From an optimization exercise on the open Yosys and OpenROAD flow, aimed at small area; shortcuts taken in it are not production practice. The RTL was checked by simulation tests, not by an equivalence proof against the original design. Power figures rest on the tool's default switching activity, not on a simulated workload.

## mips_core_top
module mips_core_top #(
    parameter int data_width = 32
) (
    input  logic                  clk_i,
    input  logic                  reset_i,
    input  logic                  instr_valid,
    input  mips_pkg::instr_t      instr,
    input  logic                  flush,
    output logic                  wb_valid,
    output mips_pkg::reg_addr_t   wb_reg,
    output logic [data_width-1:0] wb_data
);
For scale: about 2800 cells after synthesis, ~1100 flip-flops, ~0.046 mm2 of cells after synthesis.
export LEC_CHECK = 0
export CAP_MARGIN = 20
export CORE_MARGIN = 2
export CORE_UTILIZATION = 40
export PLACE_DENSITY = 0.5
export SLEW_MARGIN = 20
export SYNTH_HIERARCHICAL = 1
export SYNTH_MINIMUM_KEEP_SIZE = 0
create_clock -name core_clock -period 8.0 [get_ports {clk_i}]
standard.sh (not shown) runs the stock make flow with config.mk's settings and CLKGATE_MAP_FILE= SYNTH_SCRIPT=/design/flow/synth_recipe.tcl, a recipe that flattens the netlist after the stock synthesis.
==> flow/flow/run.sh <==
#!/bin/bash
# The standard ORFS layout (standard.sh, unchanged synthesis), with:
#  - clock tree synthesis without dummy loads, with clkbuf_4 clock buffers
#    and sink clusters of up to 10 flip-flops within 40 um;
#  - port buffers of buf_1 cells.
# make's full output goes to flow_make.log in this folder; ORFS's per-step
# logs stay under orfs/logs/.
set -euo pipefail
bash standard.sh \
    'CTS_ARGS=-sink_clustering_enable -repair_clock_nets -dont_use_dummy_load -buf_list {sky130_fd_sc_hd__clkbuf_4} -sink_clustering_size 10 -sink_clustering_max_diameter 40' \
    'BUFFER_PORTS_ARGS=-buffer_cell sky130_fd_sc_hd__buf_1' \
    finish > flow_make.log 2>&1
Next try:
==> flow/run.sh (new file) <==
#!/bin/bash
# synth_recipe.tcl (not shown) runs the flow's synth.tcl, then flattens the netlist and writes it again
# the make line also repeats each setting of config.mk as NAME=value (left out here)
make -C /OpenROAD-flow-scripts/flow DESIGN_CONFIG=/design/flow/config.mk WORK_HOME=/design/flow/orfs CLKGATE_MAP_FILE= SYNTH_SCRIPT=/design/flow/synth_recipe.tcl finish
--- a/flow/config.mk
+++ b/flow/config.mk
@@ -10,0 +11,3 @@
+export CTS_BUF_LIST = sky130_fd_sc_hd__clkbuf_4
+export CTS_CLUSTER_DIAMETER = 40
+export CTS_CLUSTER_SIZE = 10
removed: flow/flow/run.sh
removed: flow/standard.sh
Outcome: Via count goes up by 0.98%. Final cell count goes up by 2.8%. Power goes up by 14%. Area after synthesis is unchanged. Final area goes up by 3.6%.
Next try:
==> flow/flow/run.sh (new file) <==
#!/bin/bash
# The standard ORFS layout (standard.sh, unchanged synthesis), with:
#  - clock tree synthesis without dummy loads, with clkbuf_4 clock buffers
#    and sink clusters of up to 10 flip-flops within 40 um;
#  - port buffers of buf_1 cells.
# make's full output goes to flow_make.log in this folder; ORFS's per-step
# logs stay under orfs/logs/.
set -euo pipefail
bash standard.sh \
    'CTS_ARGS=-sink_clustering_enable -repair_clock_nets -dont_use_dummy_load -buf_list {sky130_fd_sc_hd__clkbuf_4} -sink_clustering_size 10 -sink_clustering_max_diameter 40' \
    'BUFFER_PORTS_ARGS=-buffer_cell sky130_fd_sc_hd__buf_1' \
    finish > flow_make.log 2>&1
==> flow/standard.sh (new file) <==
#!/bin/bash
# synth_recipe.tcl (not shown) runs the flow's synth.tcl, then flattens the netlist and writes it again
# the make line also repeats each setting of config.mk as NAME=value (left out here)
make -C /OpenROAD-flow-scripts/flow DESIGN_CONFIG=/design/flow/config.mk WORK_HOME=/design/flow/orfs CLKGATE_MAP_FILE= SYNTH_SCRIPT=/design/flow/synth_recipe.tcl "${@:-finish}"
--- a/flow/config.mk
+++ b/flow/config.mk
@@ -10,5 +10,2 @@
-export CORE_UTILIZATION = 40
-export CTS_BUF_LIST = sky130_fd_sc_hd__clkbuf_4
-export CTS_CLUSTER_DIAMETER = 40
-export CTS_CLUSTER_SIZE = 10
-export PLACE_DENSITY = 0.5
+export CORE_UTILIZATION = 50
+export PLACE_DENSITY = 0.6
removed: flow/run.sh
Worst hold slack gets better by 0.0088 ns.
Setup slack degrades by 0.19 ns.
Critical path depth increases by 1.
Final area falls by 4.3%.
Clock power goes down by 37%.
Next try:
--- a/flow/flow/run.sh
+++ b/flow/flow/run.sh
@@ -4 +4 @@
-#    and sink clusters of up to 10 flip-flops within 40 um;
+#    and sink clusters of up to 9 flip-flops within 60 um;
@@ -10 +10 @@
-    'CTS_ARGS=-sink_clustering_enable -repair_clock_nets -dont_use_dummy_load -buf_list {sky130_fd_sc_hd__clkbuf_4} -sink_clustering_size 10 -sink_clustering_max_diameter 40' \
+    'CTS_ARGS=-sink_clustering_enable -repair_clock_nets -dont_use_dummy_load -buf_list {sky130_fd_sc_hd__clkbuf_4} -sink_clustering_size 9 -sink_clustering_max_diameter 60' \
--- a/flow/config.mk
+++ b/flow/config.mk
@@ -10,2 +10,2 @@
-export CORE_UTILIZATION = 50
-export PLACE_DENSITY = 0.6
+export CORE_UTILIZATION = 40
+export PLACE_DENSITY = 0.5
Result:
- wire length rises by a few percent
- global-route usage drops by 6.3 points
- critical path depth is unchanged
- core utilization goes down by 11 points
- clock power is about the same
- non-clock buffer count falls by 9
- final cell count grows by a little under a tenth
- combinational power is higher slightly
- maximum frequency falls slightly

## separate check: timing with driven ports
The flow's constraints put no driver on any port. The routed layouts listed below were extracted and timed again, unchanged, in two steps. Step 1 sets driving cells, clkbuf_16 on the clock port and buf_2 on the other inputs (assumed; they add their load-dependent delay and slew). Step 2 moves the port delays by t, midway between the first and last clock arrival at a register: inputs arrive t later, outputs are due t later. That takes back most of the time a late clock gives input paths. Slacks: no drivers / after step 1 / after step 2; pairs: no drivers / after step 1.
run	t, ns	setup WS [ns]	worst hold slack (ns)	latest minus earliest clock arrival (ns)	pins driven straight from the clock port
the first run	1.135	0.457 / 0.457 / 0.457	0.488 / 0.488 / 0.488	0.179 / 0.179	1
the second run	1.198	0.634 / 0.634 / 0.634	0.497 / 0.497 / 0.497	0.089 / 0.089	1
the third run	1.137	0.448 / 0.448 / 0.448	0.506 / 0.506 / 0.506	0.118 / 0.117	1
the fourth run	1.151	0.417 / 0.417 / 0.417	0.493 / 0.493 / 0.493	0.111 / 0.111	1
After both steps every run listed still meets setup and hold.
